This is an optimization exercise on Yosys and OpenROAD, whose aim is small area, a short achievable clock period and few clock cycles per item, not a production implementation.
Only simulation tests tie the RTL to the original design; equivalence was not proved.
Power is estimated from default activity; no workload was simulated.

// bounded_circular_deque_unit
module bounded_circular_deque_unit #(
  parameter int DEPTH      = bcd_pkg::DEPTH_DEFAULT,
  parameter int DATA_WIDTH = bcd_pkg::DATA_WIDTH_DEFAULT
) (
  input  logic                  clk,
  input  logic                  rst_n,
  input  logic                  in_valid,
  output logic                  in_stall,
  input  logic [34:0]           in_data,
  output logic                  out_valid,
  input  logic                  out_stall,
  output logic [73:0]           out_data,
  input  logic                  psel,
  input  logic                  penable,
  input  logic                  pwrite,
  input  logic [bcd_pkg::CFG_ADDR_W-1:0] paddr,
  input  logic [bcd_pkg::CFG_DATA_W-1:0] pwdata,
  output logic [bcd_pkg::CFG_DATA_W-1:0] prdata,
  output logic                  pready
);
  localparam int AW = 6;
  localparam int CW = 7;
  localparam int DW = 32;
  logic [6:0] capacity_r;
  logic [6:0] cap_eff;
  logic       cfg_wr;
  assign pready  = 1'b1;
  assign cfg_wr  = psel && penable && pwrite;
  assign prdata  = {25'd0, capacity_r};
  assign cap_eff = capacity_r[6] ? 7'd64 : capacity_r;
  always_ff @(posedge clk) begin
    if (!rst_n) begin
      capacity_r <= bcd_pkg::CAP_RESET;
    end else if (cfg_wr) begin
      capacity_r <= pwdata[6:0];
    end
  end
  logic          ir_v, ir2_v;
  logic [4:0]    ir_op, ir2_op, in_op;
  logic [DW-1:0] ir_val, ir2_val;
  logic          out_v;
  logic          go;
  assign go       = ir_v && (!out_v || !out_stall);
  always_comb begin
    in_op = '0;
    case (in_data[34:32])
      bcd_pkg::OP_INS_FRONT: in_op[0] = 1'b1;
      bcd_pkg::OP_INS_REAR:  in_op[1] = 1'b1;
      bcd_pkg::OP_DEL_FRONT: in_op[2] = 1'b1;
      bcd_pkg::OP_DEL_REAR:  in_op[3] = 1'b1;
      bcd_pkg::OP_PEEK:      in_op[4] = 1'b1;
      default:               in_op    = '0;
    endcase
  end
  assign in_stall = ir2_v;
  always_ff @(posedge clk) begin
    if (!rst_n) begin
      ir_v  <= 1'b0;
      ir2_v <= 1'b0;
    end else if (go || !ir_v) begin
      ir_v  <= ir2_v || in_valid;
      ir2_v <= 1'b0;
    end else if (!ir2_v) begin
  ...
Size in the first run: roughly 4,600 cells after synthesis, about 2,300 flip-flops, about 190 I/O pins.
export LEC_CHECK = 0
export CAP_MARGIN = 20
export CORE_MARGIN = 2
export CORE_UTILIZATION = 45
export CTS_CLUSTER_DIAMETER = 70
export CTS_CLUSTER_SIZE = 24
export SETUP_SLACK_MARGIN = 4.5
export SLEW_MARGIN = 20
export TNS_END_PERCENT = 100
create_clock -name core_clock -period 7.0 [get_ports {clk}]
standard.sh (not shown) runs the stock make flow with config.mk's settings and CLKGATE_MAP_FILE= SYNTH_SCRIPT=/design/flow/synth_recipe.tcl, a recipe that flattens the netlist after the stock synthesis.
==> flow/flow/run.sh <==
#!/bin/bash
# Standard ORFS layout with two changes: the port buffers are buf_4 cells
# instead of the delay cells buffer_ports picks by default, and repair may
# resize cells across footprints. Full tool output goes to flow_make.log here.
set -euo pipefail
bash standard.sh \
  "BUFFER_PORTS_ARGS=-buffer_cell sky130_fd_sc_hd__buf_4" \
  "MATCH_CELL_FOOTPRINT=0" \
  finish > flow_make.log 2>&1
The first run passed the timing, DRC and antenna checks.
Testbench counts at the start, summed over its fixed seeds: cycles 12,016, items 12,000.
Then changed:
CTS_CLUSTER_DIAMETER = 60   (was 70)
CTS_CLUSTER_SIZE = 20   (was 24)
SETUP_SLACK_MARGIN = 4.25   (was 4.5)
After rerunning: Via count is about the same; clock power rises by a few percent; worst setup slack gets worse by 0.089 ns.

========
Starting RTL as in the previous note.
clock: 7.0 ns
lec_check: 0
cap_margin: 20
core_margin: 2
core_utilization: 50
cts_cluster_diameter: 60
cts_cluster_size: 20
setup_slack_margin: 4.5
slew_margin: 20
tns_end_percent: 100
Scripts as last shown in full above: flow/flow/run.sh
The first run completed with no timing, DRC or antenna violations.
Testbench counts at the start, summed over its fixed seeds: cycles 12,016, items 12,000.
Next try:
CORE_UTILIZATION = 45   (was 50)
After rerunning: The new run passed the timing, DRC and antenna checks. Fmax falls by 0.84%. Hold slack loses 0.012 ns. Flip-flop and latch count is unchanged. First-iteration DRC count rises by 1.5%. Die area rises by about 11%. Setup slack loses 0.023 ns. Total power falls by 1.5%.

[static timing again, ports no longer ideal]
How much do the figures lean on ideal ports? The routed layouts below were timed once more, with nothing changed but the port constraints.
Step 1 assumes that a clkbuf_16 drives the clock port and a buf_2 every other input.
Step 2 times the ports against the registers' clock, not the clock port: input delays grow and output delays shrink by t, the midpoint of the rising clock arrivals with the driver on.
Slacks: ideal ports / drivers / drivers and shift; pairs: ideal ports / drivers.
| run | t (ns) | slack for setup (ns) | hold slack, ns | worst setup path at the end | latest minus earliest clock arrival (ns) |
|---|---|---|---|---|---|
| the first run of note 1 | 0.885 | 4.192 / 4.111 / 3.663 | 0.478 / 0.478 / 0.478 | input to register | 0.064 / 0.063 |
| the second run of note 1 | 0.938 | 4.103 / 4.070 / 3.452 | 0.473 / 0.473 / 0.473 | input to register | 0.048 / 0.048 |
| the first run of note 2 | 0.889 | 4.225 / 4.134 / 3.705 | 0.471 / 0.471 / 0.471 | input to register | 0.062 / 0.061 |
| the second run of note 2 | 0.891 | 4.201 / 4.116 / 3.708 | 0.459 / 0.459 / 0.459 | input to register | 0.052 / 0.051 |
After both steps setup and hold are still met in every run listed. The setup slack of the second run of note 1, which loses most, moves by -0.033 ns with the drivers and by -0.651 ns with both steps.
